This design comes from an exercise in tuning for small area, a short achievable clock period and few clock cycles per item on the open sky130 flow, not from production work.
Function was checked by simulation only, so behaviour that the tests miss may differ from the original.
Power is estimated from default activity; no workload was simulated.

===== run.sh =====
#!/bin/bash
# synth_recipe.tcl (not shown) runs the flow's synth.tcl, then flattens the netlist and writes it again
# the make line also repeats each setting of config.mk as NAME=value (left out here)
make -C /OpenROAD-flow-scripts/flow DESIGN_CONFIG=/design/flow/config.mk WORK_HOME=/design/flow/orfs CLKGATE_MAP_FILE= SYNTH_SCRIPT=/design/flow/synth_recipe.tcl finish

===== config.mk =====
export PLATFORM = sky130hd
export DESIGN_NAME = sha1_message_digest_unit
export DESIGN_NICKNAME = sha1_message_digest_unit
export VERILOG_FILES = /design/flow/design.v
export SDC_FILE = /design/flow/constraint.sdc
export NUM_CORES = 4
export LEC_CHECK = 0
export CAP_MARGIN = 20
export CORE_MARGIN = 2
export CORE_UTILIZATION = 40
export PLACE_DENSITY = 0.6
export SETUP_SLACK_MARGIN = 3.5
export SLEW_MARGIN = 20

===== constraint.sdc =====
create_clock -name core_clock -period 7.5 [get_ports {clock}]
set_input_delay 1.5000 -clock core_clock [delete_from_list [all_inputs] [get_ports {clock}]]
set_output_delay 1.5000 -clock core_clock [all_outputs]
set_load 0.01 [all_outputs]

===== design.v =====
`default_nettype none
package smd_pkg;
   localparam int R  = 1;
   localparam int SW = 32 * R;
   localparam int NS = 16 / R;
   localparam int SB = 4 * R;           
   localparam int STEPS = 80 / R;
   localparam logic [159:0] CHAIN_IV = {
      32'h67452301, 32'hefcdab89, 32'h98badcfe, 32'h10325476, 32'hc3d2e1f0
   };
   localparam logic [127:0] ROUND_K = {
      32'h5a827999, 32'h6ed9eba1, 32'h8f1bbcdc, 32'hca62c1d6
   };
endpackage
`default_nettype wire
`default_nettype none
module smd_front (
   input  wire logic    clock,
   input  wire logic    reset,
   input  wire logic    req_valid,
   output logic         req_ready,
   input  wire logic [7:0] req_data_byte,
   input  wire logic    req_is_last,
   input  wire logic    req_no_byte,
   input  wire logic    push_ok,         
   input  wire logic    push_ok_nx,      
   output logic         push,
   output logic [smd_pkg::SW-1:0] push_data,
   output logic         push_final
);
   localparam int LW = $clog2(smd_pkg::SB);
   localparam int PW = $clog2(smd_pkg::NS);
   localparam int LENPOS = smd_pkg::NS - 64 / smd_pkg::SW;
   typedef enum logic [1:0] {
      F_TAKE,
      F_PAD,       
      F_ZERO,      
      F_LEN        
   } fstate_type;
   fstate_type       state_ff, state_in;
   logic [60-LW:0]   hi_ff, hi_in;
   logic [LW-1:0]    lane_ff, lane_in;
   logic             bump_ff, bump_in;
   logic [PW-1:0]    ppos_ff, ppos_in;     
   logic [smd_pkg::SB-1:0][7:0] acc_ff;
   logic             full_ff, full_in;     
   logic             rdy_ff, rdy_in;
   logic             accept, take_byte;
   logic [LW-1:0]    lane;
   logic [smd_pkg::SW-1:0] pad_slot;
   logic [63:0]      len_bits;
   assign req_ready = rdy_ff;
   assign accept    = req_valid && rdy_ff;
   assign take_byte = accept && !req_no_byte;
   assign lane      = lane_ff;
   assign len_bits  = {hi_ff, lane_ff, 3'b000};
   always_comb begin
      for (int i = 0; i < smd_pkg::SB; i++) begin
         if (i < lane)       pad_slot[8*(smd_pkg::SB-1-i) +: 8] = acc_ff[smd_pkg::SB-1-i];
         else if (i == lane) pad_slot[8*(smd_pkg::SB-1-i) +: 8] = 8'h80;
         else                pad_slot[8*(smd_pkg::SB-1-i) +: 8] = 8'h00;
      end
   end
   always_comb begin
      state_in   = state_ff;
      hi_in      = bump_ff ? hi_ff + (61-LW)'(1) : hi_ff;
      lane_in    = lane_ff;
      bump_in    = 1'b0;
      ppos_in    = ppos_ff;
      full_in    = full_ff;
      push       = 1'b0;
      push_final = 1'b0;
      push_data  = acc_ff;
      unique case (state_ff)
         F_TAKE: begin
            if (full_ff) begin
               push = 1'b1;
               if (push_ok) begin
                  full_in = 1'b0;
                  ppos_in = ppos_ff + PW'(1);
               end
            end
            if (take_byte) begin
               lane_in = lane_ff + LW'(1);
               if (lane == LW'(smd_pkg::SB - 1)) begin
                  full_in = 1'b1;
                  bump_in = 1'b1;
               end
            end
            if (accept && req_is_last) state_in = F_PAD;
         end
         F_PAD: begin
            push = 1'b1;
            if (full_ff) begin
               if (push_ok) begin
                  full_in = 1'b0;
                  ppos_in = ppos_ff + PW'(1);
               end
            end else begin
               push_data = pad_slot;
               if (push_ok) begin
                  ppos_in  = ppos_ff + PW'(1);
                  state_in = (ppos_in == PW'(LENPOS)) ? F_LEN : F_ZERO;
               end
            end
         end
         F_ZERO: begin
            push_data = '0;
            push = 1'b1;
            if (push_ok) begin
               ppos_in = ppos_ff + PW'(1);
               if (ppos_in == PW'(LENPOS)) state_in = F_LEN;
            end
         end
         F_LEN: begin
            push = 1'b1;
            if (smd_pkg::SW == 64) begin
               push_data  = len_bits[smd_pkg::SW-1:0];
               push_final = 1'b1;
            end else if (ppos_ff == PW'(LENPOS)) begin
               push_data  = len_bits[63:32];
            end else begin
               push_data  = len_bits[31:0];
               push_final = 1'b1;
            end
            if (push_ok) begin
               ppos_in = ppos_ff + PW'(1);
               if (push_final) begin
                  state_in = F_TAKE;
                  hi_in    = '0;
                  lane_in  = '0;
               end
            end
         end
         default: state_in = F_TAKE;
      endcase
   end
   always_comb begin
      rdy_in = 1'b0;
      if (state_in == F_TAKE) begin
         rdy_in = !full_in || push_ok_nx;
      end
   end
   always_ff @(posedge clock) begin
      if (take_byte) acc_ff[smd_pkg::SB-1-lane] <= req_data_byte;
   end
   always_ff @(posedge clock) begin
      if (reset) begin
         state_ff <= F_TAKE;
         hi_ff    <= '0;
         lane_ff  <= '0;
         bump_ff  <= 1'b0;
         ppos_ff  <= '0;
         full_ff  <= 1'b0;
         rdy_ff   <= 1'b1;
      end else begin
         state_ff <= state_in;
         hi_ff    <= hi_in;
         lane_ff  <= lane_in;
         bump_ff  <= bump_in;
         ppos_ff  <= ppos_in;
         full_ff  <= full_in;
         rdy_ff   <= rdy_in;
      end
   end
endmodule
`default_nettype wire
`default_nettype none
module smd_queue (
   input  wire logic    clock,
   input  wire logic    reset,
   input  wire logic    push,
   input  wire logic [smd_pkg::SW-1:0] push_data,
   input  wire logic    push_final,
   output logic         push_ok,
   output logic         push_ok_nx,
   input  wire logic    xfer,         
   input  wire logic    xlast,        
   input  wire logic    xbusy_in,     
   input  wire logic    xlast_nx,     
   output logic         b_full,
   output logic         b_last,       
   output logic [smd_pkg::SW-1:0] head
);
   localparam int CW = $clog2(smd_pkg::NS + 1);
   logic [smd_pkg::NS-1:0][smd_pkg::SW-1:0] buf_ff;
   logic [CW-1:0] bcnt_ff, bcnt_in;
   logic          last_ff, last_in;
   logic          taken;
   assign b_full  = (bcnt_ff == CW'(smd_pkg::NS));
   assign push_ok = (!xfer && !b_full) || xlast;
   assign taken   = push && push_ok;
   assign head    = buf_ff[0];
   assign b_last  = last_ff;
   always_comb begin
      bcnt_in = bcnt_ff;
      last_in = last_ff;
      if (xfer) begin
         bcnt_in = '0;
         if (xlast) last_in = 1'b0;
      end
      if (taken) begin
         bcnt_in = bcnt_in + CW'(1);
         if (push_final) last_in = 1'b1;
      end
   end
   assign push_ok_nx = xbusy_in ? xlast_nx : (bcnt_in != CW'(smd_pkg::NS));
   always_ff @(posedge clock) begin
      if (taken || xfer) begin
         for (int i = 0; i < smd_pkg::NS - 1; i++) buf_ff[i] <= buf_ff[i+1];
         buf_ff[smd_pkg::NS-1] <= push_data;
      end
   end
   always_ff @(posedge clock) begin
      if (reset) begin
         bcnt_ff <= '0;
         last_ff <= 1'b0;
      end else begin
         bcnt_ff <= bcnt_in;
         last_ff <= last_in;
      end
   end
endmodule
`default_nettype wire
`default_nettype none
module smd_back (
   input  wire logic clock,
   input  wire logic reset,
   input  wire logic b_full,
   input  wire logic b_last,
   input  wire logic [31:0] head,
   output logic      xfer,
   output logic      xlast,
   output logic      xbusy_in,
   output logic      xlast_nx,
   output logic      rsp_valid,
   input  wire logic rsp_ready,
   output logic [31:0] rsp_digest_word0,
   output logic [31:0] rsp_digest_word1,
   output logic [31:0] rsp_digest_word2,
   output logic [31:0] rsp_digest_word3,
   output logic [31:0] rsp_digest_word4
);
   localparam int XSTART = 66;
   function automatic logic [31:0] rotl(input logic [31:0] x, input int n);
      rotl = (x << n) | (x >> (32 - n));
   endfunction
   function automatic logic [31:0] fsel(input logic [2:0] sel, input logic [31:0] b,
                                        input logic [31:0] c, input logic [31:0] d);
      logic [31:0] r;
      r = '0;
      if (sel[0]) r = r | ((b & c) | (~b & d));
      if (sel[1]) r = r | (b ^ c ^ d);
      if (sel[2]) r = r | ((b & c) | (b & d) | (c & d));
      fsel = r;
   endfunction
   function automatic logic [31:0] iv(input int i);
      iv = smd_pkg::CHAIN_IV[32*(4-i) +: 32];
   endfunction
   logic [15:0][31:0] w_ff;                 
   logic [31:0]      w_new;
   logic [31:0]      a_ff, a_in;
   logic [4:1][31:0] bcde_ff, bcde_in;      
   logic [4:0][31:0] chain_ff;
   logic [31:0]      q_ff, q_in;            
   logic [31:0]      pp_ff, pp_in;          
   logic [31:0]      kw_ff, kw_in;          
   logic [31:0]      kk_ff, kk_in;          
   logic [2:0]       fs_ff, fs_in;          
   logic             run_ff, run_in;
   logic [6:0]       rnd_ff, rnd_in;
   logic             at79_ff, late_ff;      
   logic             addp_ff, addp_in;      
   logic             first_ff, first_in;    
   logic             blast_ff, blast_in;    
   logic             civ_ff, civ_in;        
   logic             xbusy_ff;
   logic [3:0]       xcnt_ff, xcnt_in;
   logic             rv_ff, rv_in;
   logic             m_rnd, m_px, m_py, m_idle;
   logic             mr_ff, mx_ff, my_ff, mi_ff, mh_ff;
   logic             hold79, r79, wready, xgo, xpx, nf;
   logic [31:0]      t1, s0;
   logic [4:1][31:0] s14;
   logic [4:0][31:0] h;                     
   logic [31:0]      nh3, nh4;              
   logic [31:0] a, b, c, d, e;
   assign a = a_ff;
   assign b = bcde_ff[1];
   assign c = bcde_ff[2];
   assign d = bcde_ff[3];
   assign e = bcde_ff[4];
   assign hold79   = first_ff && !civ_ff;
   assign r79      = at79_ff && !hold79;
   assign wready   = (!run_ff && !addp_ff) || (late_ff && !hold79);
   assign xgo      = !xbusy_ff && b_full && wready;
   assign xfer     = xgo || xbusy_ff;
   assign xlast    = xfer && (xcnt_ff == 4'd15);
   assign xpx      = xfer && (xcnt_ff == 4'd14);
   assign xbusy_in = xfer && !xlast;
   assign xcnt_in  = xbusy_in ? xcnt_ff + 4'd1 : '0;
   assign xlast_nx = xbusy_in && (xcnt_in == 4'd15);
   always_comb begin
      run_in   = run_ff;
      rnd_in   = rnd_ff;
      addp_in  = 1'b0;
      first_in = first_ff;
      blast_in = blast_ff;
      rv_in    = rv_ff && !rsp_ready;
      if (run_ff && !at79_ff) begin
         rnd_in = rnd_ff + 7'd1;
      end
      if (r79) begin
         run_in  = 1'b0;
         addp_in = 1'b1;
      end
      if (addp_ff) begin
         first_in = blast_ff;
         if (blast_ff) rv_in = 1'b1;
      end
      if (xlast) begin
         run_in   = 1'b1;
         rnd_in   = '0;
         blast_in = b_last;
      end
   end
   assign civ_in = (civ_ff || (first_ff && !rv_ff && !addp_ff)) && !r79;
   assign m_rnd  = run_in && !(rnd_in == 7'd79 && first_in && !civ_in);
   assign m_px   = xbusy_in && (xcnt_in == 4'd14);
   assign m_py   = xlast_nx;
   assign m_idle = !run_in && !m_px && !m_py;
   always_comb begin
      if (!run_in || rnd_in >= 7'd77 || rnd_in < 7'd17) kk_in = smd_pkg::ROUND_K[32*3 +: 32];
      else if (rnd_in < 7'd37) kk_in = smd_pkg::ROUND_K[32*2 +: 32];
      else if (rnd_in < 7'd57) kk_in = smd_pkg::ROUND_K[32*1 +: 32];
      else kk_in = smd_pkg::ROUND_K[32*0 +: 32];
      if (!run_in || rnd_in < 7'd19 || rnd_in >= 7'd79) fs_in = 3'b001;
      else if (rnd_in < 7'd39) fs_in = 3'b010;
      else if (rnd_in < 7'd59) fs_in = 3'b100;
      else fs_in = 3'b010;
   end
   assign t1    = rotl(a, 5) + q_ff;
   assign w_new = rotl(w_ff[13] ^ w_ff[8] ^ w_ff[2] ^ w_ff[0], 1);
   assign s14[1] = chain_ff[1] + a;
   assign s14[2] = chain_ff[2] + rotl(b, 30);
   assign s14[3] = chain_ff[3] + c;
   assign s14[4] = chain_ff[4] + d;
   assign s0     = chain_ff[0] + a;
   assign nf = addp_ff ? blast_ff : first_ff;
   always_comb begin
      for (int i = 0; i < 5; i++) h[i] = nf ? iv(i) : chain_ff[i];
      nh3 = blast_ff ? iv(3) : s14[3];
      nh4 = blast_ff ? iv(4) : s14[4];
   end
   assign a_in = ({32{mr_ff}} & t1) |
                 ({32{mx_ff}} & h[1]) |
                 ({32{my_ff}} & h[0]) |
                 ({32{mh_ff}} & a_ff);
   always_comb begin
      bcde_in = bcde_ff;
      if (mr_ff || mx_ff || my_ff) begin
         bcde_in[1] = a;
         bcde_in[2] = rotl(b, 30);
         bcde_in[3] = c;
         bcde_in[4] = d;
         if (mr_ff && at79_ff) begin
            bcde_in[1] = rotl(nh3, 2);
            bcde_in[2] = nh4;
         end
         if (mx_ff) bcde_in[1] = rotl(h[2], 2);
      end else if (mi_ff) begin
         bcde_in[1] = rotl(h[3], 2);
         bcde_in[2] = h[4];
      end
   end
   assign q_in  = (at79_ff && !r79) ? q_ff : fsel(fs_ff, a, rotl(b, 30), c) + pp_ff;
   assign pp_in = c + kw_ff;
   assign kw_in = kk_ff + w_ff[3];
   assign rsp_valid        = rv_ff;
   assign rsp_digest_word0 = chain_ff[0];
   assign rsp_digest_word1 = chain_ff[1];
   assign rsp_digest_word2 = chain_ff[2];
   assign rsp_digest_word3 = chain_ff[3];
   assign rsp_digest_word4 = chain_ff[4];
   always_ff @(posedge clock) begin
      for (int i = 0; i < 15; i++) w_ff[i] <= w_ff[i+1];
      w_ff[15] <= xfer ? head : w_new;
      a_ff    <= a_in;
      bcde_ff <= bcde_in;
      q_ff    <= q_in;
      pp_ff   <= pp_in;
      kw_ff   <= kw_in;
      kk_ff   <= kk_in;
      fs_ff   <= fs_in;
      if (r79) begin
         for (int i = 1; i < 5; i++) chain_ff[i] <= s14[i];
      end else if (civ_in && !civ_ff) begin
         for (int i = 1; i < 5; i++) chain_ff[i] <= iv(i);
      end
      if (addp_ff) chain_ff[0] <= s0;
      else if (civ_in && !civ_ff) chain_ff[0] <= iv(0);
   end
   always_ff @(posedge clock) begin
      if (reset) begin
         run_ff   <= 1'b0;
         rnd_ff   <= '0;
         at79_ff  <= 1'b0;
         late_ff  <= 1'b0;
         addp_ff  <= 1'b0;
         first_ff <= 1'b1;
         blast_ff <= 1'b0;
         civ_ff   <= 1'b0;
         xbusy_ff <= 1'b0;
         xcnt_ff  <= '0;
         rv_ff    <= 1'b0;
         mr_ff    <= 1'b0;
         mx_ff    <= 1'b0;
         my_ff    <= 1'b0;
         mi_ff    <= 1'b1;
         mh_ff    <= 1'b0;
      end else begin
         run_ff   <= run_in;
         rnd_ff   <= rnd_in;
         at79_ff  <= run_in && (rnd_in == 7'd79);
         late_ff  <= run_in && (rnd_in >= 7'(XSTART));
         addp_ff  <= addp_in;
         first_ff <= first_in;
         blast_ff <= blast_in;
         civ_ff   <= civ_in;
         xbusy_ff <= xbusy_in;
         xcnt_ff  <= xcnt_in;
         rv_ff    <= rv_in;
         mr_ff    <= m_rnd;
         mx_ff    <= m_px;
         my_ff    <= m_py;
         mi_ff    <= m_idle;
         mh_ff    <= !m_rnd && !m_px && !m_py;
      end
   end
endmodule
`default_nettype wire
`default_nettype none
module sha1_message_digest_unit (
   input  wire logic        clock,
   input  wire logic        reset,
   input  wire logic        req_valid,
   output logic             req_ready,
   input  wire logic [7:0]  req_data_byte,
   input  wire logic        req_is_last,
   input  wire logic        req_no_byte,
   output logic             rsp_valid,
   input  wire logic        rsp_ready,
   output logic [31:0]      rsp_digest_word0,
   output logic [31:0]      rsp_digest_word1,
   output logic [31:0]      rsp_digest_word2,
   output logic [31:0]      rsp_digest_word3,
   output logic [31:0]      rsp_digest_word4
);
   logic                   push, push_final, push_ok, push_ok_nx;
   logic [smd_pkg::SW-1:0] push_data, head;
   logic                   xfer, xlast, xbusy_in, xlast_nx, b_full, b_last;
   smd_front u_front (
      .clock         (clock),
      .reset         (reset),
      .req_valid     (req_valid),
      .req_ready     (req_ready),
      .req_data_byte (req_data_byte),
      .req_is_last   (req_is_last),
      .req_no_byte   (req_no_byte),
      .push_ok       (push_ok),
      .push_ok_nx    (push_ok_nx),
      .push          (push),
      .push_data     (push_data),
      .push_final    (push_final)
   );
   smd_queue u_queue (
      .clock      (clock),
      .reset      (reset),
      .push       (push),
      .push_data  (push_data),
      .push_final (push_final),
      .push_ok    (push_ok),
      .push_ok_nx (push_ok_nx),
      .xfer       (xfer),
      .xlast      (xlast),
      .xbusy_in   (xbusy_in),
      .xlast_nx   (xlast_nx),
      .b_full     (b_full),
      .b_last     (b_last),
      .head       (head)
   );
   smd_back u_back (
      .clock            (clock),
      .reset            (reset),
      .b_full           (b_full),
      .b_last           (b_last),
      .head             (head),
      .xfer             (xfer),
      .xlast            (xlast),
      .xbusy_in         (xbusy_in),
      .xlast_nx         (xlast_nx),
      .rsp_valid        (rsp_valid),
      .rsp_ready        (rsp_ready),
      .rsp_digest_word0 (rsp_digest_word0),
      .rsp_digest_word1 (rsp_digest_word1),
      .rsp_digest_word2 (rsp_digest_word2),
      .rsp_digest_word3 (rsp_digest_word3),
      .rsp_digest_word4 (rsp_digest_word4)
   );
endmodule
`default_nettype wire

==> results_dict.tcl, run 1 <==
set metrics [dict create \
    status "no timing/DRC/antenna violations" \
    clockBufferDepth 3 \
    fin_crit_ns 4.04 \
    setup_viol 0 \
    dieArea_mm2 0.158 \
    final_util_pct 46.9 \
    syn_to_final_growth_pct 16.6 \
    crit_slowest_cell "fa_1" \
    cp.arrival_ns 4.57 \
    drt-vias-per-instance 5.37 \
    hp-class "reg2reg" \
    relSlewSlack_pct 27.4 \
    end_kind "flop" \
    grt_pass1_wl_um 232000 \
    synth_seq_cells 1557 \
    synth_xor_area_share_pct 5.70 \
    fillers 13831 \
    cp_common_cell "a211oi_2" \
    synth-compound-area-share_pct 12.3 \
    grt_overflow 0 \
    cts_buffers 155 \
    antenna_left 0 \
    layout-drive-gt1-share_pct 8.85 \
    power_switching_share_pct 28.1 \
    drtIter0Drc 3470 \
    insertion_delay_ns 0.79 \
    syn_area_mm2 0.0619 \
    grt_usage_pct 19.1 \
    synth_top_cell_by_area "edfxtp_1" \
    wirelength_um 155000 \
    timing.fmax_ghz 0.248 \
    fin_crit_sh_pct 53.8 \
    p_leak_nw 26.8 \
    clockPowerShare_pct 28.8 \
    grt_pass1_vias 38371 \
    p_switching_w 0.00754 \
    firstDrtPassIters 7 \
    ir_drop_uv 277 \
    cp-start-kind "flop" \
    ios 176 \
    worst_path_largest_cell_delay_ns 0.50 \
    synth_edf_count 832 \
    power_w 0.0269 \
    synth_mux_area_share_pct 0.729 \
    ys_async_sr_fraction_pct 0 \
    finalMaxSlewViolations 0 \
    finClkSkew_ns 0.0522 \
    synth_most_common_cell "edfxtp_1" \
    io_buffers 175 \
    dp_hpwl_um 108000 \
    ys_seq_area_share_pct 63.8 \
    syn_avg_cell_area_um2 12.6 \
    fp.dieW_um 398 \
    rows 144 \
    pwr-share-seq_pct 52.7 \
    synth-main-ff-cell "edfxtp_1" \
    htree_levels 4 \
    fin_hold_ws_ns 0.284 \
    p_int_w 0.0193 \
    worst_slew_pin_slew_ns 1.06 \
    crit_path_max_fanout 4 \
    yosys.area_share.adder_pct 7.24 \
    coreArea_mm2 0.154 \
    start_util_pct 40.3 \
    synth_area_leaders "edfxtp_1 40%, dfxtp_1 23%, ha_1 5.9%" \
    antenna_cells 0 \
    grt_max_degree 157 \
    yosysWarnings 3 \
    dieHeight_um 398 \
    synth_top_family_by_area "compound AO/OA/AOI/OAI gates" \
    syn_inst 4911 \
    cts.reportedPaths.clkPinSlew_ns 0.06 \
    path_class "reg2reg" \
    fin_tns_setup_ns 0 \
    hold_viol_final 0 \
    power_density_mw_per_mm2 372 \
    vias 39637 \
    final_nets 5567 \
    cp_cell_sequence "fa_1, a222oi_1, inv_1, ha_4, o21a_1, a211oi_4, o41ai_4, a2111oi_4, o21ai_2, a211oi_2, nor3_2, and3_4, nor4_2, a211oi_2" \
    yosys.area_share.simple_pct 8.65 \
    synthTopCellsByCount "832 x edfxtp_1, 725 x dfxtp_1, 346 x nand2_1, 322 x nor2_1, 296 x o21ai_0" \
    cts_sinks 1557 \
    drc 0 \
    place.gp.congestion 0.927 \
    synth_top_area_share_pct 40.3 \
    antenna_found_initial 8 \
    drv_cap 0 \
    required_ns 8.03 \
    cts_tree "yes" \
    syn-num-nets 5259 \
    routedWlPerCell_um 20.9 \
    ys_types 93 \
    root_buffer "clkbuf_16" \
    rsz0062_at_grt "yes" \
    combPwrFrac_pct 18.6 \
]
stage by stage:
step	instance area, um^2	worst slack [ns]	std cells
2_1_floorplan	62000	3.56	4911
3_3_place_gp	66200	2.81	7061
3_5_place_dp	66200	2.81	7061
4_1_cts	71900	3.43	7374
5_1_grt	72200	3.27	7388
6_report	72200	3.46	7388
cell type report:
class / instances / area [um^2] / area share, %
clock buffers: 213 / 4250 / 5.88
inverters: 160 / 603 / 0.835
flip-flops and latches: 1557 / 39500 / 54.7
multi-input cells: 3083 / 21900 / 30.4
repair buffers: 262 / 2440 / 3.37
well taps: 2044 / 2560 / 3.54
clock inverters: 69 / 907 / 1.26
cells in the final DEF, fill, tap and decap left out, types with 38 or more instances in the layout:
cell type / Yosys / routed
nand2_1: 346 / 341
a21oi_1: 262 / 259
inv_1: 157 / 155
xor2_1: 149 / 149
a22oi_1: 58 / 58
o21ai_1: 44 / 38
nand3_1: 73 / 71
clkbuf_1: 104 / 44
nand2b_1: 69 / 68
and3_1: 41 / 40
a222oi_1: 45 / 45
dfxtp_1: 725 / 709
fa_1: 41 / 40
xnor2_1: 254 / 254
clkdlybuf4s50_1: 0 / 174
o21ai_0: 296 / 293
buf_4: 0 / 83
nor3_1: 81 / 80
ha_1: 293 / 281
o21bai_1: 39 / 38
nor2_1: 322 / 311
o22ai_1: 42 / 42
edfxtp_1: 832 / 832
a21o_1: 111 / 111
clkbuf_16: 0 / 156
a211oi_1: 47 / 40
state kept, by name (all words and copies together), names as in the netlist, 2 cells and up:
name and flops:
u_queue.bcnt_ff 5, u_queue.buf_ff 512, u_back.fs_ff 3, u_back.chain_ff 160, u_back.rnd_ff 7, u_back.xcnt_ff 4
u_front.lane_ff 2, u_back.pp_ff 32, u_back.q_ff 32, u_front.acc_ff 32, u_front.hi_ff 59, u_back.kw_ff 32
u_back.bcde_ff 96, u_back.kk_ff 13, u_back.w_ff 512, u_front.ppos_ff 4, u_front.state_ff 2, u_back.a_ff 32
path summary, 6_finish.rpt:
kind / slack, ns / from / to / depth (start not counted)
worst min register to register: 0.28 / u_back.w_ff[228] / u_back.w_ff[196] / 0
worst max register to register: 3.46 / u_back.bcde_ff[4] / u_back.q_ff[29] / 14
worst min-delay path: 0.28 / u_back.w_ff[228] / u_back.w_ff[196] / 0
worst max-delay path: 3.46 / u_back.bcde_ff[4] / u_back.q_ff[29] / 14
routing by layer:
metal  track usage, %  wire, um  vias up
met5                0        10        -
met4             7.03      5320        2
met3             3.42      9530      298
met2             29.4     68600     1256
met1             27.0     71300    19439
li1                 -         -    18642
power groups by stage:
stage	Sequential [W]	Combinational [W]	Clock, W
final	0.0142	0.00499	0.00773
after global routing	0.0144	0.00555	0.00824
after global placement	0.0143	0.00470	0
after detailed placement	0.0143	0.00472	0
after CTS	0.0142	0.00493	0.00793
after floorplan	0.0138	0.00356	0
timing repair:
action	in CTS	in global routing
gates resized for setup	56	47
pin swaps	31	29
endpoints found under the hold margin	0	0
buffers inserted	31	13
gates cloned	0	1
hold buffers	0	0
endpoints found under the setup margin	285	452
cell families (layout without fill, tap and decap cells):
kind of cell,after synthesis,count (layout)
multiplexers,41,41
XOR/XNOR,403,403
flip-flops,1557,1557
buffers and inverters,272,704
adder cells (fa/ha/maj),334,334
AND/OR/NAND/NOR,1134,1135
AO/OA/AOI/OAI,1170,1170
worst max-delay path, delay by kind of cell (launching register included):
kind	cells	cell delay, ns
adders and majority gates	2	0.78
buffers and inverters	1	0.15
AOI/OAI and AO/OA	8	1.93
and+or+nand+nor	3	0.46
DFF	1	0.45
Testbench counts, summed over its fixed seeds: cycles 60,550, bytes 35,318.
==> run 2: changes to the inputs <==
--- a/config.mk
+++ b/config.mk
@@ -10,4 +10,4 @@
 export CORE_UTILIZATION = 40
 export PLACE_DENSITY = 0.6
-export SETUP_SLACK_MARGIN = 3.5
+export SETUP_SLACK_MARGIN = 4.5
 export SLEW_MARGIN = 20
==> results_dict.tcl, run 2 <==
set metrics [dict create \
    dp_cells 7060 \
    synth_xor_area_share_pct 5.70 \
    syn-num-nets 5259 \
    synth_area_leaders "edfxtp_1 40%, dfxtp_1 23%, ha_1 5.9%" \
    synth-compound-area-share_pct 12.3 \
    synth_mux_area_share_pct 0.729 \
    syn_avg_cell_area_um2 12.6 \
    layout-drive-gt1-share_pct 23.0 \
    r2r-start "u_back.bcde_ff[3]" \
    yosysWarnings 3 \
    syn_to_final_growth_pct 25.1 \
    cp-startpoint "u_back.bcde_ff[3]" \
    synth_seq_cells 1557 \
    mostFrequentLayoutCell "edfxtp_1" \
    cts_tree "yes" \
    timing.fmax_ghz 0.243 \
    ios 176 \
    crit_family "compound AO/OA/AOI/OAI gates" \
    coreArea_mm2 0.154 \
    place.gp.congestion 0.928 \
    worst_slew_pin_slew_ns 1.15 \
    synthTopCellsByCount "832 x edfxtp_1, 725 x dfxtp_1, 346 x nand2_1, 322 x nor2_1, 296 x o21ai_0" \
    grt_pass1_vias 40339 \
    fp.dieW_um 398 \
    grt_overflow 0 \
    final_nets 5948 \
    synth-main-ff-cell "edfxtp_1" \
    syn_inst 4911 \
    syn_area_mm2 0.0619 \
    drc 0 \
    ys_types 93 \
    final_util_pct 50.4 \
    ys_seq_area_share_pct 63.8 \
    yosys.area_share.simple_pct 8.65 \
    start_util_pct 40.3 \
    fin_tns_setup_ns 0 \
    cp_cell_sequence "fa_1, a222oi_1, inv_1, ha_4, a211o_1, a211oi_4, o41ai_4, a2111oi_4, o21ai_2, a211oi_2, nor3_2, buf_4, buf_4, o21ai_2, xnor2_1" \
    synth_top_family_by_area "compound AO/OA/AOI/OAI gates" \
    dieArea_mm2 0.158 \
    power_density_mw_per_mm2 356 \
    synth_top_area_share_pct 40.3 \
    p_leak_nw 29.4 \
    crit_path_max_fanout 3 \
    antenna_found_initial 4 \
    synth_top_cell_by_area "edfxtp_1" \
    firstDrtPassIters 9 \
    ctsHoldBuffers 0 \
    hold_start "u_back.w_ff[344]" \
    hp-class "reg2reg" \
    yosys.area_share.adder_pct 7.24 \
    drt-vias-per-instance 5.35 \
    synth_edf_count 832 \
    relSlewSlack_pct 23.4 \
    hold_viol_final 0 \
    drtIter0Drc 3539 \
    htree_levels 4 \
    largest_registers "u_back.w_ff x512, u_queue.buf_ff x512, u_back.chain_ff x160" \
    io_buffers 175 \
    root_buffer "clkbuf_16" \
    ir_drop_uv 245 \
    setup_viol 0 \
    wirelength_um 173000 \
    insertion_delay_ns 0.80 \
    grt_max_degree 90 \
    finClkSkew_ns 0.0471 \
    crit_slowest_cell "fa_1" \
    cts.reportedPaths.clkPinSlew_ns 0.06 \
    status "no timing/DRC/antenna violations" \
    synth_most_common_cell "edfxtp_1" \
    antenna_left 0 \
    rsz0062_at_grt "yes" \
    cts_buffers 157 \
    required_ns 8.04 \
    clockBufferDepth 3 \
    dp_hpwl_um 117000 \
    ys_async_sr_fraction_pct 0 \
    end_kind "flop" \
    grt_pass1_wl_um 255000 \
    rows 144 \
    cts_sinks 1557 \
    fin_crit_sh_pct 54.9 \
    vias 41569 \
    grt_usage_pct 21.4 \
    routedWlPerCell_um 22.2 \
    final_cells 7772 \
    path_class "reg2reg" \
    cp-start-kind "flop" \
    drv_cap 0 \
    final_cell_mix "832 x edfxtp_1, 694 x dfxtp_1, 359 x buf_4" \
    antenna_cells 0 \
    path_buf_inv 3 \
    cp.arrival_ns 4.66 \
    fin_crit_ns 4.12 \
    dieHeight_um 398 \
    worst_path_largest_cell_delay_ns 0.50 \
    finalMaxSlewViolations 0 \
]
## run 2: path summary, 6_finish.rpt
kind,endpoint,slack [ns],cells past startpoint
worst max-delay path,u_back.q_ff[31],3.38,15
worst min-delay path,u_back.w_ff[312],0.31,0
worst max register to register,u_back.q_ff[31],3.38,15
worst min register to register,u_back.w_ff[312],0.31,0
## run 2: worst reg2reg max path, delay by kind of cell (launching register included)
family | cells | cell delay [ns]
AO/OA/AOI/OAI | 8 | 2.06
adder cells (fa/ha/maj) | 2 | 0.74
flip-flops | 1 | 0.48
XOR/XNOR | 1 | 0.08
AND/OR/NAND/NOR | 1 | 0.10
buffers and inverters | 3 | 0.42
## run 2: metrics by stage
stage          cell area (um^2)  setup WS (ns)  hold WS, ns  power, W
3_3_place_gp              66500           2.86        0.310    0.0191
6_report                  77500           3.38        0.310    0.0276
4_1_cts                   75400           3.46        0.316    0.0275
3_5_place_dp              66500           2.76        0.312    0.0192
2_1_floorplan             62200           3.64        0.310    0.0174
5_1_grt                   77500           3.29        0.327    0.0290
## run 2: per-layer routing
metal  track usage (%)  vias up  routed length, um  share of wire, %
li1                  -    19426                  -                 -
met1              29.4    20519              76200                44
met2              33.8     1297              79400                46
met3              4.14      325              11500               6.6
met4              7.34        2               5790               3.3
met5                 0        -                 13            0.0075
## run 2: area by class of cell
class / instances / area [um^2]
fill: 13263 / 76300
multi-input combinational: 3085 / 24100
sequential: 1557 / 39600
timing repair buffer: 639 / 5380
inverter: 160 / 604
tap: 2044 / 2560
clock inverter: 73 / 858
clock buffer: 214 / 4410
## run 2: cells by family after synthesis
logic type / Yosys count
muxes: 41
DFF: 1557
xor gates and xnor gates: 403
buffers and inverters: 272
adders and majority gates: 334
and+or+nand+nor: 1134
AOI/OAI and AO/OA: 1170
## run 2: where the power goes
group	leakage [nW]	total (W)	switching (W)	internal [W]
clock network	2.57	0.00787	0.00338	0.00449
registers	13.9	0.0141	0.00121	0.0129
logic	13.0	0.00564	0.00332	0.00231
## run 2: what timing repair did
action | 4_1_cts | 5_1_grt
cloned | 3 | 1
gates resized for setup | 1135 | 256
endpoints found under the setup margin | 932 | 609
pin swaps | 162 | 215
setup buffers | 308 | 111
==> run 3: changes to the inputs <==
--- a/design.v
+++ b/design.v
@@ -268,4 +268,6 @@
    logic [31:0]      kk_ff, kk_in;          
    logic [2:0]       fs_ff, fs_in;          
+   logic [31:0]      f0_ff, f0_in;          
+   logic [31:0]      f1_ff, f1_in;          
    logic             run_ff, run_in;
    logic [6:0]       rnd_ff, rnd_in;
@@ -278,6 +280,8 @@
    logic [3:0]       xcnt_ff, xcnt_in;
    logic             rv_ff, rv_in;
-   logic             m_rnd, m_px, m_py, m_idle;
-   logic             mr_ff, mx_ff, my_ff, mi_ff, mh_ff;
+   logic             m_rnd, m_px, m_py, m_idle, m_stall, m_79;
+   logic             mr_ff, mx_ff, my_ff, mi_ff, mh_ff, mw_ff, m79_ff;
+   logic             ld_sh, ld_c;           
+   logic             civld;                 
    logic             hold79, r79, wready, xgo, xpx, nf;
    logic [31:0]      t1, s0;
@@ -325,9 +329,12 @@
       end
    end
-   assign civ_in = (civ_ff || (first_ff && !rv_ff && !addp_ff)) && !r79;
+   assign civld  = first_ff && !rv_ff && !addp_ff && !civ_ff;
+   assign civ_in = (civ_ff || civld) && !r79;
    assign m_rnd  = run_in && !(rnd_in == 7'd79 && first_in && !civ_in);
    assign m_px   = xbusy_in && (xcnt_in == 4'd14);
    assign m_py   = xlast_nx;
-   assign m_idle = !run_in && !m_px && !m_py;
+   assign m_idle  = !run_in && !m_px && !m_py;
+   assign m_stall = run_in && !m_rnd;
+   assign m_79    = m_rnd && rnd_in == 7'd79;
    always_comb begin
       if (!run_in || rnd_in >= 7'd77 || rnd_in < 7'd17) kk_in = smd_pkg::ROUND_K[32*3 +: 32];
@@ -335,7 +342,7 @@
       else if (rnd_in < 7'd57) kk_in = smd_pkg::ROUND_K[32*1 +: 32];
       else kk_in = smd_pkg::ROUND_K[32*0 +: 32];
-      if (!run_in || rnd_in < 7'd19 || rnd_in >= 7'd79) fs_in = 3'b001;
-      else if (rnd_in < 7'd39) fs_in = 3'b010;
-      else if (rnd_in < 7'd59) fs_in = 3'b100;
+      if (!run_in || rnd_in < 7'd18 || rnd_in >= 7'd78) fs_in = 3'b001;
+      else if (rnd_in < 7'd38) fs_in = 3'b010;
+      else if (rnd_in < 7'd58) fs_in = 3'b100;
       else fs_in = 3'b010;
    end
@@ -347,5 +354,6 @@
    assign s14[4] = chain_ff[4] + d;
    assign s0     = chain_ff[0] + a;
-   assign nf = addp_ff ? blast_ff : first_ff;
+   logic nf_ff;
+   assign nf = nf_ff;
    always_comb begin
       for (int i = 0; i < 5; i++) h[i] = nf ? iv(i) : chain_ff[i];
@@ -357,22 +365,28 @@
                  ({32{my_ff}} & h[0]) |
                  ({32{mh_ff}} & a_ff);
+   assign ld_sh = (mr_ff && !m79_ff) || my_ff;
+   assign ld_c  = ld_sh || mx_ff;
    always_comb begin
-      bcde_in = bcde_ff;
-      if (mr_ff || mx_ff || my_ff) begin
-         bcde_in[1] = a;
-         bcde_in[2] = rotl(b, 30);
-         bcde_in[3] = c;
-         bcde_in[4] = d;
-         if (mr_ff && at79_ff) begin
-            bcde_in[1] = rotl(nh3, 2);
-            bcde_in[2] = nh4;
-         end
-         if (mx_ff) bcde_in[1] = rotl(h[2], 2);
-      end else if (mi_ff) begin
-         bcde_in[1] = rotl(h[3], 2);
-         bcde_in[2] = h[4];
-      end
+      bcde_in[1] = ({32{ld_sh}}  & a) |
+                   ({32{mx_ff}}  & rotl(h[2], 2)) |
+                   ({32{m79_ff}} & rotl(nh3, 2)) |
+                   ({32{mi_ff}}  & rotl(h[3], 2)) |
+                   ({32{mw_ff}}  & b);
+      bcde_in[2] = ({32{ld_c}}   & rotl(b, 30)) |
+                   ({32{m79_ff}} & nh4) |
+                   ({32{mi_ff}}  & h[4]) |
+                   ({32{mw_ff}}  & c);
+      bcde_in[3] = (mr_ff || mx_ff || my_ff) ? c : d;
+      bcde_in[4] = (mr_ff || mx_ff || my_ff) ? d : e;
+   end
+   always_comb begin
+      logic [31:0] y, z;
+      y = mx_ff ? h[2] : rotl(a, 30);
+      z = rotl(b, 30);
+      f0_in = ({32{fs_ff[0]}} & z) | ({32{fs_ff[1]}} & (y ^ z)) | ({32{fs_ff[2]}} & (y & z));
+      f1_in = ({32{fs_ff[0]}} & y) | ({32{fs_ff[1]}} & ~(y ^ z)) | ({32{fs_ff[2]}} & (y | z));
    end
-   assign q_in  = (at79_ff && !r79) ? q_ff : fsel(fs_ff, a, rotl(b, 30), c) + pp_ff;
+   assign q_in  = ({32{!mw_ff}} & (((a & f1_ff) | (~a & f0_ff)) + pp_ff)) |
+                  ({32{mw_ff}} & q_ff);
    assign pp_in = c + kw_ff;
    assign kw_in = kk_ff + w_ff[3];
@@ -393,11 +407,12 @@
       kk_ff   <= kk_in;
       fs_ff   <= fs_in;
-      if (r79) begin
-         for (int i = 1; i < 5; i++) chain_ff[i] <= s14[i];
-      end else if (civ_in && !civ_ff) begin
-         for (int i = 1; i < 5; i++) chain_ff[i] <= iv(i);
+      f0_ff   <= f0_in;
+      f1_ff   <= f1_in;
+      for (int i = 1; i < 5; i++) begin
+         chain_ff[i] <= ({32{r79}} & s14[i]) | ({32{civld}} & iv(i)) |
+                        ({32{!r79 && !civld}} & chain_ff[i]);
       end
-      if (addp_ff) chain_ff[0] <= s0;
-      else if (civ_in && !civ_ff) chain_ff[0] <= iv(0);
+      chain_ff[0] <= ({32{addp_ff}} & s0) | ({32{civld}} & iv(0)) |
+                     ({32{!addp_ff && !civld}} & chain_ff[0]);
    end
    always_ff @(posedge clock) begin
@@ -418,5 +433,8 @@
          my_ff    <= 1'b0;
          mi_ff    <= 1'b1;
-         mh_ff    <= 1'b0;
+         mh_ff    <= 1'b1;
+         mw_ff    <= 1'b0;
+         m79_ff   <= 1'b0;
+         nf_ff    <= 1'b1;
       end else begin
          run_ff   <= run_in;
@@ -436,4 +454,7 @@
          mi_ff    <= m_idle;
          mh_ff    <= !m_rnd && !m_px && !m_py;
+         mw_ff    <= m_stall;
+         m79_ff   <= m_79;
+         nf_ff    <= addp_in ? blast_in : first_in;
       end
    end
--- a/config.mk
+++ b/config.mk
@@ -10,4 +10,4 @@
 export CORE_UTILIZATION = 40
 export PLACE_DENSITY = 0.6
-export SETUP_SLACK_MARGIN = 4.5
+export SETUP_SLACK_MARGIN = 4.0
 export SLEW_MARGIN = 20
==> results_dict.tcl, run 3 <==
set metrics [dict create \
    cts.reportedPaths.clkPinSlew_ns 0.06 \
    pwr-share-seq_pct 50.6 \
    reg2regPathDepth 12 \
    grt_pass1_wl_um 249000 \
    status "no timing/DRC/antenna violations" \
    clockPowerShare_pct 29.8 \
    wirelength_um 165000 \
    r2r-start "u_back.a_ff[3]" \
    syn_area_mm2 0.0636 \
    timing.fmax_ghz 0.291 \
    power_w 0.0282 \
    final_nets 6040 \
    antenna_left 0 \
    grt_max_degree 203 \
    antenna_cells 0 \
    cp-endpoint "rsp_digest_word2[27]" \
    finalMaxSlewViolations 0 \
    drt-vias-per-instance 5.40 \
    cts_sinks 1624 \
    relSlewSlack_pct 23.1 \
    end_kind "output port" \
    syn-num-nets 5818 \
    cp-start-kind "flop" \
    insertion_delay_ns 0.79 \
    dp_hpwl_um 115000 \
    path_depth 1 \
    hp-class "reg2reg" \
    layout-drive-gt1-share_pct 8.54 \
    fin_crit_ns 3.44 \
    rows 146 \
    wl_met3_um 11500 \
    fin_crit_sh_pct 45.9 \
    antenna_found_initial 7 \
    rsz0062_at_grt "yes" \
    ys_types 78 \
    drtIter0Drc 3879 \
    dp_cells 7554 \
    worst_slew_pin_slew_ns 1.15 \
    crit_slowest_cell "clkdlybuf4s50_1" \
    finClkSkew_ns 0.0522 \
    worst_path_largest_cell_delay_ns 0.62 \
    cts_buffers 168 \
    mostFrequentLayoutCell "dfxtp_1" \
    drc 0 \
    dieHeight_um 403 \
    synthTopCellsByCount "1016 x dfxtp_1, 608 x edfxtp_1, 448 x nand2_1, 366 x o21ai_0, 355 x ha_1" \
    combPwrFrac_pct 19.6 \
    synth_edf_count 608 \
    r2r_slack_ns 4.09 \
    ctsHoldBuffers 0 \
    start_util_pct 40.2 \
    top_layer "met5" \
    syn_to_final_growth_pct 16.2 \
    grt_usage_pct 20.0 \
    ys_async_sr_fraction_pct 0 \
    ys_seq_area_share_pct 60.7 \
    power_switching_share_pct 28.4 \
    path_class "reg2out" \
    routedWlPerCell_um 21.0 \
    wl_met1_um 76400 \
    ir_drop_uv 408 \
    final_cell_mix "964 x dfxtp_1, 608 x edfxtp_1, 446 x nand2_1" \
    drv_cap 0 \
    synth_top_area_share_pct 32.0 \
    required_ns 6.00 \
    crit_path_max_fanout 4 \
    syn_avg_cell_area_um2 11.7 \
    synth-main-ff-cell "dfxtp_1" \
    p_int_w 0.0202 \
    synth_area_leaders "dfxtp_1 32%, edfxtp_1 29%, ha_1 7.0%" \
    power_density_mw_per_mm2 382 \
    coreArea_mm2 0.158 \
    ios 176 \
    vias 42557 \
    dieArea_mm2 0.162 \
    p_leak_nw 28.6 \
    synth_most_common_cell "dfxtp_1" \
    hold_viol_final 0 \
    largest_registers "u_back.w_ff x512, u_queue.buf_ff x512, u_back.chain_ff x160" \
    crit_family "buffers and inverters" \
    wl_met2_um 71800 \
    path_buf_inv 1 \
    grt_pass1_vias 40384 \
    cp_cell_sequence "clkdlybuf4s50_1" \
    firstDrtPassIters 8 \
    cts_tree "yes" \
    fin_tns_setup_ns 0 \
    io_buffers 175 \
    p_switching_w 0.00801 \
    yosysWarnings 3 \
    syn_inst 5440 \
    cp-startpoint "u_back.chain_ff[91]" \
    setup_viol 0 \
    htree_levels 4 \
    place.gp.congestion 0.951 \
    root_buffer "clkbuf_16" \
    grt_overflow 0 \
    synth_seq_cells 1624 \
    fp.dieW_um 403 \
    clockBufferDepth 3 \
    final_cells 7879 \
    synth_top_cell_by_area "dfxtp_1" \
    cp.arrival_ns 1.94 \
]
==> run 3: cell count changes after synthesis, moves of 32 or more <==
cell / change
dfxtp_1: +291
nor2_1: -40
o21ai_1: -39
clkbuf_1: +63
nand2_1: +102
fa_1: -32
edfxtp_1: -224
a222oi_1: +32
inv_1: +102
o21ai_0: +70
ha_1: +62
o22a_1: +35
==> run 3: per-layer routing <==
metal	global-route usage [%]	up-vias
met5	0	-
met2	30.3	1293
li1	-	20302
met1	28.2	20665
met3	4.01	295
met4	7.33	2
==> run 3: worst min-delay path by stage <==
| stage | from | to | slack, ns | cells after the start |
|---|---|---|---|---|
| 4_1_cts | u_back.w_ff[305] | u_back.w_ff[273] | 0.32 | 0 |
| 3_5_place_dp | u_back.w_ff[146] | u_back.w_ff[114] | 0.31 | 0 |
| 3_3_place_gp | u_back.w_ff[232] | u_back.w_ff[200] | 0.31 | 0 |
| 2_1_floorplan | u_back.w_ff[32] | u_back.w_ff[0] | 0.31 | 0 |
| 5_1_grt | u_back.w_ff[305] | u_back.w_ff[273] | 0.32 | 0 |
| 6_report | u_back.w_ff[503] | u_back.w_ff[471] | 0.32 | 0 |
==> run 3: layout make-up <==
class,count,area (um^2)
Clock buffer,247,5000
Clock inverter,68,684
Fill cell,14216,84100
Inverter,260,980
Multi-Input combinational cell,3381,23800
Sequential cell,1624,38700
Tap cell,2072,2590
Timing Repair Buffer,227,2170
==> run 3: per-stage QoR <==
step	utilization (%)	hold WS (ns)	setup WS, ns	cell area (um^2)
2_1_floorplan	-	0.310	2.19	63600
3_3_place_gp	42.8	0.310	3.21	67700
3_5_place_dp	42.8	0.312	3.35	67700
4_1_cts	46.5	0.321	3.86	73500
5_1_grt	46.8	0.323	3.90	73900
6_report	46.8	0.319	4.06	73900
==> run 3: kinds of logic after synthesis <==
group / count (synthesis) / share of synthesized area, %
flip-flops: 1624 / 60.7
AO/OA/AOI/OAI: 1384 / 14.5
AND/OR/NAND/NOR: 1182 / 8.55
buffers and inverters: 436 / 2.58
XOR/XNOR: 407 / 5.61
adder cells (fa/ha/maj): 364 / 7.27
multiplexers: 43 / 0.740
==> run 3: what timing repair did <==
action,in CTS,in global routing
gates cloned,0,1
gates resized for setup,57,75
setup endpoints to repair,299,468
pin swaps,3,14
buffers inserted,1,8
==> run 3: power by group through the flow <==
stage	logic (W)	clock network (W)	registers (W)
after floorplan	0.00412	0	0.0141
after global placement	0.00536	0	0.0144
after detailed placement	0.00539	0	0.0145
after CTS	0.00547	0.00864	0.0144
after global routing	0.00618	0.00901	0.0146
final	0.00553	0.00841	0.0143
Testbench counts of run 3, summed over its fixed seeds: cycles 60,550, bytes 35,318.
==> run 4: changes to the inputs <==
--- a/config.mk
+++ b/config.mk
@@ -10,4 +10,4 @@
 export CORE_UTILIZATION = 40
 export PLACE_DENSITY = 0.6
-export SETUP_SLACK_MARGIN = 4.0
+export SETUP_SLACK_MARGIN = 4.5
 export SLEW_MARGIN = 20
==> results_dict.tcl, run 4 <==
set metrics [dict create \
    grt_usage_pct 20.2 \
    status "no timing/DRC/antenna violations" \
    syn_to_final_growth_pct 20.2 \
    synth_most_common_cell "dfxtp_1" \
    dp_hpwl_um 115000 \
    ys_types 78 \
    htree_levels 4 \
    setup_viol 0 \
    syn_inst 5440 \
    largest_registers "u_back.w_ff x512, u_queue.buf_ff x512, u_back.chain_ff x160" \
    root_buffer "clkbuf_16" \
    wirelength_um 170000 \
    fin_crit_sh_pct 42.2 \
    rsz0062_at_grt "yes" \
    drc 0 \
    drtIter0Drc 4006 \
    fillers 13999 \
    firstDrtPassIters 8 \
    mostFrequentLayoutCell "dfxtp_1" \
    synth_top_area_share_pct 32.0 \
    path_class "reg2reg" \
    cp-start-kind "flop" \
    grt_pass1_wl_um 252000 \
    cts_buffers 168 \
    hp-class "reg2reg" \
    ios 176 \
    crit_path_max_fanout 2 \
    ys_seq_area_share_pct 60.7 \
    relSlewSlack_pct 28.6 \
    final_util_pct 48.4 \
    end_kind "flop" \
    fp.dieW_um 403 \
    min_to "u_back.w_ff[181]" \
    reg2reg_to "u_back.a_ff[6]" \
    final_nets 6167 \
    timing.fmax_ghz 0.316 \
    ir_drop_uv 252 \
    syn-num-nets 5818 \
    synth_edf_count 608 \
    hold_viol_final 0 \
    final_cell_mix "811 x dfxtp_1, 608 x edfxtp_1, 443 x nand2_1" \
    cp_common_cell "buf_6" \
    reg2regPathDepth 23 \
    synthTopCellsByCount "1016 x dfxtp_1, 608 x edfxtp_1, 448 x nand2_1, 366 x o21ai_0, 355 x ha_1" \
    power_density_mw_per_mm2 377 \
    io_buffers 175 \
    coreArea_mm2 0.158 \
    cp.arrival_ns 3.91 \
    synth_top_cell_by_area "dfxtp_1" \
    drv_cap 0 \
    worstHoldPathCells 0 \
    hold_start "u_back.w_ff[213]" \
    rows 146 \
    ctsHoldBuffers 0 \
    worst_path_largest_cell_delay_ns 0.42 \
    drt-vias-per-instance 5.45 \
    grt_overflow 0 \
    vias 43629 \
    syn_avg_cell_area_um2 11.7 \
    antenna_found_initial 3 \
    required_ns 8.25 \
    synth_area_leaders "dfxtp_1 32%, edfxtp_1 29%, ha_1 7.0%" \
    ys_async_sr_fraction_pct 0 \
    dieArea_mm2 0.162 \
    dieHeight_um 403 \
    grt_max_degree 93 \
    fin_crit_ns 3.16 \
    p_leak_nw 29.5 \
    cts.reportedPaths.clkPinSlew_ns 0.06 \
    layout-drive-gt1-share_pct 17.5 \
    finalMaxSlewViolations 0 \
    cts_sinks 1624 \
    cp_cell_sequence "ha_4, fa_2, a211o_1, o211ai_1, buf_4, buf_6, buf_6, buf_6, buf_6, buf_6, buf_6, buf_6, buf_6, buf_6, buf_6, buf_6, buf_6, buf_6, nand2_4, a21oi_2, xnor2_1, nand2_1, nand2_1" \
    start_util_pct 40.2 \
    insertion_delay_ns 0.82 \
    fin_tns_setup_ns 0 \
    worst_slew_pin_slew_ns 1.07 \
    grt_pass1_vias 41585 \
    synth_seq_cells 1624 \
    place.gp.congestion 0.936 \
    yosysWarnings 3 \
    routedWlPerCell_um 21.2 \
    crit_slowest_cell "edfxtp_1" \
    clockBufferDepth 3 \
    finClkSkew_ns 0.0786 \
    power_w 0.0288 \
    synth-main-ff-cell "dfxtp_1" \
    antenna_left 0 \
    cts_tree "yes" \
    r2r_slack_ns 4.34 \
    syn_area_mm2 0.0636 \
]
run 4: changes by cell type in the layout (fill, tap and decap cells not counted), sizes merged, moves of 2 or more:
cell,before,now
buf,53,212
clkdlybuf4s50,165,12
clkdlybuf4s15,0,98
clkinv,47,57
dlygate4sd2,5,15
clkinvlp,5,9
dlymetal6s2s,4,0
inv,268,264
diode,0,3
or2,15,17
run 4: logic make-up (layout without fill, tap and decap cells):
logic type                 Yosys count  count (layout)  synth area share (%)
AOI/OAI and AO/OA                 1384            1384                  14.5
xor gates and xnor gates           407             407                  5.61
adders and majority gates          364             364                  7.27
buffers and inverters              436             923                  2.58
DFF                               1624            1624                  60.7
muxes                               43              43                 0.740
other                                0               3                     0
and+or+nand+nor                   1182            1186                  8.55
run 4: report_power, final:
group	switching (W)	total, W	internal (W)
logic	0.00357	0.00616	0.00259
registers	0.00122	0.0143	0.0131
clock network	0.00355	0.00834	0.00479
total	0.00835	0.0288	0.0204
run 4: repair_timing:
item	CTS	global route
cloned	4	2
buffers inserted	80	48
pin swaps	87	107
resized for setup	913	190
endpoints found under the setup margin	907	333
run 4: through the flow:
stage	cells	cell area [um^2]	hold WS, ns	setup slack, ns
floorplan	5440	63600	0.310	2.19
global placement	7557	67700	0.310	3.61
detailed placement	7557	67700	0.312	3.62
CTS	7953	75300	0.297	4.29
global route	8003	76400	0.317	4.22
finish	8006	76400	0.303	4.34
run 4: worst max-delay path, delay by kind of cell (launching register included):
kind	cells	cell delay (ns)
simple gates	3	0.23
fa+ha+maj	2	0.55
xor+xnor	1	0.12
buf+inv	14	1.26
compound gates	3	0.55
flops	1	0.42
run 4: worst max-delay path by stage:
stage	endpoint	cells past startpoint	start	slack, ns
finish	u_back.a_ff[6]	23	flop	4.34
global route	u_back.a_ff[28]	12	flop	4.22
CTS	u_back.a_ff[26]	12	flop	4.29
detailed placement	u_queue.buf_ff[292]	9	u_back.addp_ff	3.62
global placement	flop	13	u_back.a_ff[1]	3.61
floorplan	u_queue.buf_ff[0]	7	u_back.xcnt_ff[0]	2.19
run 4: cell type report:
class                      instances  area [um^2]  area share, %
timing repair buffer             350         3050           3.99
tap                             2072         2590           3.39
clock buffer                     234         4740           6.20
timing repair inverter             1         5.00        0.00655
clock inverter                    78          925           1.21
sequential                      1624        39100           51.1
multi-input combinational       3384        25000           32.8
antenna                            3         7.51        0.00983
inverter                         260          980           1.28
run 4: per-layer routing:
layer / vias up / share of wire, % / GRT usage (%)
met2: 1451 / 44 / 31.0
li1: 20539 / - / -
met4: 0 / 3.9 / 8.38
met3: 328 / 7.0 / 4.09
met1: 21311 / 45 / 27.9
met5: - / 0 / 0
==> run 5: changes to the inputs <==
--- a/config.mk
+++ b/config.mk
@@ -12,2 +12,3 @@
 export SETUP_SLACK_MARGIN = 4.5
 export SLEW_MARGIN = 20
+export TNS_END_PERCENT = 10
==> results_dict.tcl, run 5 <==
set metrics [dict create \
    path_class "reg2reg" \
    fin_area_mm2 0.0758 \
    drc 0 \
    cts_tree "yes" \
    ys_seq_area_share_pct 60.7 \
    dp_hpwl_um 115000 \
    syn-num-nets 5818 \
    clockBufferDepth 3 \
    hp-class "reg2reg" \
    synth_seq_cells 1624 \
    grt_pass1_vias 40762 \
    synth_area_leaders "dfxtp_1 32%, edfxtp_1 29%, ha_1 7.0%" \
    synth_most_common_cell "dfxtp_1" \
    grt_pass1_wl_um 251000 \
    pre_cts_slack_ns 3.37 \
    insertion_delay_ns 0.81 \
    htree_levels 4 \
    worst_slew_pin_slew_ns 1.08 \
    hold_viol_final 0 \
    grt_usage_pct 20.2 \
    end_kind "flop" \
    synthTopCellsByCount "1016 x dfxtp_1, 608 x edfxtp_1, 448 x nand2_1, 366 x o21ai_0, 355 x ha_1" \
    setup_viol 0 \
    syn_inst 5440 \
    synth-main-ff-cell "dfxtp_1" \
    final_cells 7959 \
    coreArea_mm2 0.158 \
    rsz0062_at_grt "yes" \
    layout-drive-gt1-share_pct 13.9 \
    finClkSkew_ns 0.0595 \
    cts_buffers 170 \
    layout_setup_ws_ns 4.31 \
    fin_crit_sh_pct 42.5 \
    wirelength_um 168000 \
    antenna_left 0 \
    fin_tns_setup_ns 0 \
    largest_registers "u_back.w_ff x512, u_queue.buf_ff x512, u_back.chain_ff x160" \
    p_leak_nw 29.4 \
    final_cell_mix "869 x dfxtp_1, 608 x edfxtp_1, 446 x nand2_1" \
    drtIter0Drc 4200 \
    cts.reportedPaths.clkPinSlew_ns 0.07 \
    antenna_found_initial 8 \
    required_ns 8.16 \
    ys_async_sr_fraction_pct 0 \
    final_nets 6118 \
    ys_types 78 \
    status "no timing/DRC/antenna violations" \
    reg2reg_to "u_back.a_ff[24]" \
    dieHeight_um 403 \
    finalMaxSlewViolations 0 \
    firstDrtPassIters 10 \
    drt-vias-per-instance 5.42 \
    routedWlPerCell_um 21.1 \
    ios 176 \
    place.gp.congestion 0.938 \
    io_buffers 175 \
    vias 43133 \
    synth_top_area_share_pct 32.0 \
    fin_crit_ns 3.19 \
    ctsHoldBuffers 0 \
    fin_hold_ws_ns 0.312 \
    dieArea_mm2 0.162 \
    yosysWarnings 3 \
    r2r_slack_ns 4.31 \
    place_area_mm2 0.0677 \
    power_density_mw_per_mm2 382 \
    cts_sinks 1624 \
    relSlewSlack_pct 27.8 \
    fp.dieW_um 403 \
    cp.arrival_ns 3.85 \
    syn_avg_cell_area_um2 11.7 \
    rows 146 \
    synth_edf_count 608 \
    syn_to_final_growth_pct 19.3 \
    ir_drop_uv 267 \
    root_buffer "clkbuf_16" \
    cp-endpoint "u_back.a_ff[24]" \
    grt_overflow 0 \
    start_util_pct 40.2 \
    grt_max_degree 128 \
    reg2regPathDepth 13 \
    timing.fmax_ghz 0.313 \
    cp-start-kind "flop" \
    crit_path_max_fanout 3 \
    dp_cells 7554 \
    drv_cap 0 \
    mostFrequentLayoutCell "dfxtp_1" \
    synth_top_cell_by_area "dfxtp_1" \
    syn_area_mm2 0.0636 \
]
==> run 5: cell counts after synthesis <==
Identical to the previous run, type by type.
==> run 5: cell families (layout without fill, tap and decap cells) <==
family                     Yosys count  after routing  share of synthesized area (%)
AOI/OAI and AO/OA                 1384           1384                           14.5
xor gates and xnor gates           407            407                           5.61
adders and majority gates          364            364                           7.27
buffers and inverters              436            877                           2.58
DFF                               1624           1624                           60.7
muxes                               43             43                          0.740
other                                0              4                              0
and+or+nand+nor                   1182           1184                           8.55
==> run 5: layout make-up <==
cell class	count	area, um^2
antenna	4	10.0
fill	14078	82200
clock buffer	235	4830
tap	2072	2590
timing repair buffer	302	2630
inverter	260	980
clock inverter	80	1090
multi-input combinational	3382	24800
sequential	1624	38900
==> run 5: routing by layer <==
metal | track usage [%] | up-vias | share of wire (%)
met5 | 0 | - | 0
met4 | 6.58 | 0 | 3.0
met3 | 3.90 | 299 | 7.0
met1 | 28.5 | 21005 | 46
li1 | - | 20457 | -
met2 | 31.0 | 1372 | 44
==> run 5: metrics by stage <==
stage | total power, W | util [%]
floorplan | 0.0182 | -
global placement | 0.0198 | 42.8
detailed placement | 0.0199 | 42.8
CTS | 0.0291 | 47.4
global route | 0.0305 | 48.0
finish | 0.0290 | 48.0
==> run 5: report_power, final <==
part	switching, W	internal (W)
clock	0.00356	0.00517
combinational	0.00354	0.00244
sequential	0.00119	0.0131
total	0.00828	0.0207
==> run 5: critical path, stage by stage (launching register included) <==
cell,delay [ns]
edfxtp_1,0.41
ha_4,0.19
fa_2,0.36
a211o_1,0.26
o211ai_1,0.14
a21oi_2,0.13
a2111o_1,0.43
a221oi_4,0.34
buf_4,0.18
o31ai_4,0.07
a21boi_2,0.19
buf_4,0.13
xor2_1,0.14
o211ai_1,0.09
==> run 5: timing repair <==
action / 4_1_cts / 5_1_grt
resized for setup: 511 / 168
endpoints found under the setup margin: 840 / 814
pin swaps: 70 / 59
gates cloned: 2 / 2
setup buffers: 46 / 36
==> run 5: worst min-delay path by stage <==
stage	start	to	slack, ns	cells past startpoint
global route	u_back.w_ff[165]	u_back.w_ff[133]	0.32	0
finish	u_back.w_ff[165]	u_back.w_ff[133]	0.31	0
global placement	u_back.w_ff[194]	u_back.w_ff[162]	0.31	0
CTS	u_back.w_ff[165]	u_back.w_ff[133]	0.31	0
floorplan	u_back.w_ff[32]	u_back.w_ff[0]	0.31	0
detailed placement	u_back.w_ff[473]	u_back.w_ff[441]	0.31	0
==> run 6: changes to the inputs <==
--- a/config.mk
+++ b/config.mk
@@ -10,5 +10,4 @@
 export CORE_UTILIZATION = 40
 export PLACE_DENSITY = 0.6
-export SETUP_SLACK_MARGIN = 4.5
+export SETUP_SLACK_MARGIN = 5.0
 export SLEW_MARGIN = 20
-export TNS_END_PERCENT = 10
==> results_dict.tcl, run 6 <==
set metrics [dict create \
    status "no timing/DRC/antenna violations" \
    synth_top_area_share_pct 32.0 \
    rsz0062_at_grt "yes" \
    clockBufferDepth 3 \
    synth_seq_cells 1624 \
    hp-class "reg2reg" \
    path_class "reg2reg" \
    crit_slowest_cell "a2111o_1" \
    cts_tree "yes" \
    synth_top_cell_by_area "dfxtp_1" \
    synth_most_common_cell "dfxtp_1" \
    yosysWarnings 3 \
    rows 146 \
    layout-drive-gt1-share_pct 28.4 \
    worstHoldPathCells 0 \
    htree_levels 4 \
    cts.reportedPaths.clkPinSlew_ns 0.06 \
    reg2regPathDepth 13 \
    cp_common_cell "o211ai_1" \
    ios 176 \
    timing.fmax_ghz 0.303 \
    required_ns 8.12 \
    insertion_delay_ns 0.81 \
    start_util_pct 40.2 \
    synth-main-ff-cell "dfxtp_1" \
    fin_crit_ns 3.30 \
    syn_inst 5440 \
    largest_registers "u_back.w_ff x512, u_queue.buf_ff x512, u_back.chain_ff x160" \
    worst_path_largest_cell_delay_ns 0.43 \
    final_nets 6525 \
    hold_start "u_back.w_ff[231]" \
    vias 45382 \
    final_cells 8360 \
    cp-start-kind "flop" \
    fp.dieW_um 403 \
    grt_pass1_wl_um 269000 \
    fin_crit_sh_pct 44.0 \
    cts_buffers 165 \
    drv_cap 0 \
    ir_drop_uv 220 \
    place.gp.congestion 0.924 \
    drtIter0Drc 3849 \
    syn-num-nets 5818 \
    grt_usage_pct 21.8 \
    grt_pass1_vias 43476 \
    final_cell_mix "770 x dfxtp_1, 608 x edfxtp_1, 433 x nand2_1" \
    hold_viol_final 0 \
    cts_sinks 1624 \
    fin_tns_setup_ns 0 \
    power_density_mw_per_mm2 364 \
    synthTopCellsByCount "1016 x dfxtp_1, 608 x edfxtp_1, 448 x nand2_1, 366 x o21ai_0, 355 x ha_1" \
    finClkSkew_ns 0.0337 \
    dieArea_mm2 0.162 \
    grt_overflow 0 \
    setup_viol 0 \
    power_w 0.0301 \
    finalMaxSlewViolations 0 \
    place_area_mm2 0.0685 \
    drc 0 \
    dp_hpwl_um 119000 \
    drt-vias-per-instance 5.43 \
    ys_types 78 \
    mostFrequentLayoutCell "dfxtp_1" \
    routedWlPerCell_um 21.9 \
    p_leak_nw 32.3 \
    grt_max_degree 71 \
    wirelength_um 183000 \
    synth_edf_count 608 \
    root_buffer "clkbuf_16" \
    dp_cells 7556 \
    ys_seq_area_share_pct 60.7 \
    syn_avg_cell_area_um2 11.7 \
    crit_path_max_fanout 3 \
    syn_area_mm2 0.0636 \
    cp.arrival_ns 3.92 \
    worst_slew_pin_slew_ns 0.917 \
    cp_cell_sequence "ha_4, fa_2, a211o_1, o211ai_1, a21oi_2, a2111o_1, a221oi_4, buf_4, o31ai_4, a21boi_2, o21ai_1, xnor2_1, o211ai_1" \
    end_kind "flop" \
    ys_async_sr_fraction_pct 0 \
    coreArea_mm2 0.158 \
    fin_area_mm2 0.0828 \
    antenna_left 0 \
    firstDrtPassIters 8 \
    synth_area_leaders "dfxtp_1 32%, edfxtp_1 29%, ha_1 7.0%" \
    syn_to_final_growth_pct 30.3 \
    io_buffers 175 \
    dieHeight_um 403 \
    antenna_found_initial 3 \
    relSlewSlack_pct 38.4 \
]
run 6: cell count changes in the layout (fill, tap and decap cells not counted), sizes merged, moves of 3 or more:
cell,change
clkinv,+11
diode,-3
bufinv,-7
clkbuf,-14
clkinvlp,-3
dlygate4sd2,-142
dlymetal6s2s,-8
buf,+563
run 6: layout make-up:
class / instances / area (um^2)
Fill cell: 13273 / 75200
Sequential cell: 1624 / 39400
Multi-Input combinational cell: 3385 / 27400
Timing Repair Buffer: 710 / 6760
Clock buffer: 227 / 4710
Tap cell: 2072 / 2590
Inverter: 260 / 982
Clock inverter: 80 / 921
Timing Repair inverter: 1 / 5.00
Antenna cell: 1 / 2.50
run 6: final timing paths:
kind | slack, ns | end
min | 0.31 | u_back.w_ff[199]
max | 4.20 | u_back.a_ff[26]
min reg2reg | 0.31 | u_back.w_ff[199]
max reg2reg | 4.20 | u_back.a_ff[26]
run 6: logic make-up after synthesis:
kind of cell,Yosys count,share of synthesized area (%)
DFF,1624,60.7
AOI/OAI and AO/OA,1384,14.5
and+or+nand+nor,1182,8.55
buffers and inverters,436,2.58
xor gates and xnor gates,407,5.61
adders and majority gates,364,7.27
muxes,43,0.740
run 6: what timing repair did:
action | 4_1_cts | 5_1_grt
gates cloned | 12 | 0
pin swaps | 300 | 291
hold endpoints to repair | 0 | 0
resized for setup | 1826 | 315
hold buffers | 0 | 0
setup endpoints to repair | 1032 | 708
setup buffers | 354 | 130
run 6: routing by layer:
layer,vias to the layer above,track usage [%],share of wire (%)
met5,-,0,0
met4,0,7.65,3.4
met3,350,4.89,7.9
met2,1621,33.3,44
met1,22156,30.4,44
li1,21255,-,-
run 6: worst max-delay path, delay by kind of cell, from the launching register on:
family	cells	cell delay, ns
xor gates and xnor gates	1	0.19
buffers and inverters	1	0.19
DFF	1	0.41
adders and majority gates	2	0.54
AOI/OAI and AO/OA	9	1.81
run 6: stage by stage:
step	hold WS [ns]	worst slack, ns	util (%)
floorplan	0.310	2.19	-
global placement	0.310	3.75	43.3
detailed placement	0.312	3.67	43.3
CTS	0.307	4.32	50.8
global route	0.313	4.11	52.4
finish	0.307	4.20	52.4
run 6: power by group:
group	leakage (nW)	internal (W)	switching, W
registers	14.2	0.0130	0.00122
clock network	2.74	0.00483	0.00351
logic	15.3	0.00338	0.00416
total	32.3	0.0212	0.00889

port drivers added, routing unchanged:
The flow's constraints put no driver on any port. The routed layouts listed below were extracted and timed again, unchanged, in two steps. Step 1 assumes that a clkbuf_16 drives the clock port and a buf_2 every other input. Step 2 also shifts input and output timing later by t, the mid clock arrival at the registers, as if the neighbouring blocks saw the same clock. Three values: no drivers, after step 1, after step 2; two values: the first two.
run	t, ns	slack for setup (ns)	slew at the worst register clock pin (ns)	worst data-port slew with drivers (ns)	pins driven straight from the clock port
run 1	0.841	3.462 / 3.462 / 3.462	0.07 / 0.07	0.03	1
run 2	0.866	3.382 / 3.382 / 3.382	0.07 / 0.07	0.07	1
run 3	0.847	4.061 / 3.982 / 3.740	0.07 / 0.07	0.03	1
run 4	0.855	4.339 / 4.339 / 3.891	0.07 / 0.07	0.09	1
run 5	0.857	4.309 / 4.247 / 3.725	0.07 / 0.07	0.03	1
run 6	0.875	4.201 / 4.201 / 4.201	0.07 / 0.07	0.06	1
After both steps every run listed still meets setup and hold. The setup slack of run 5, which loses most, moves by -0.062 ns with the drivers and by -0.584 ns with both steps.
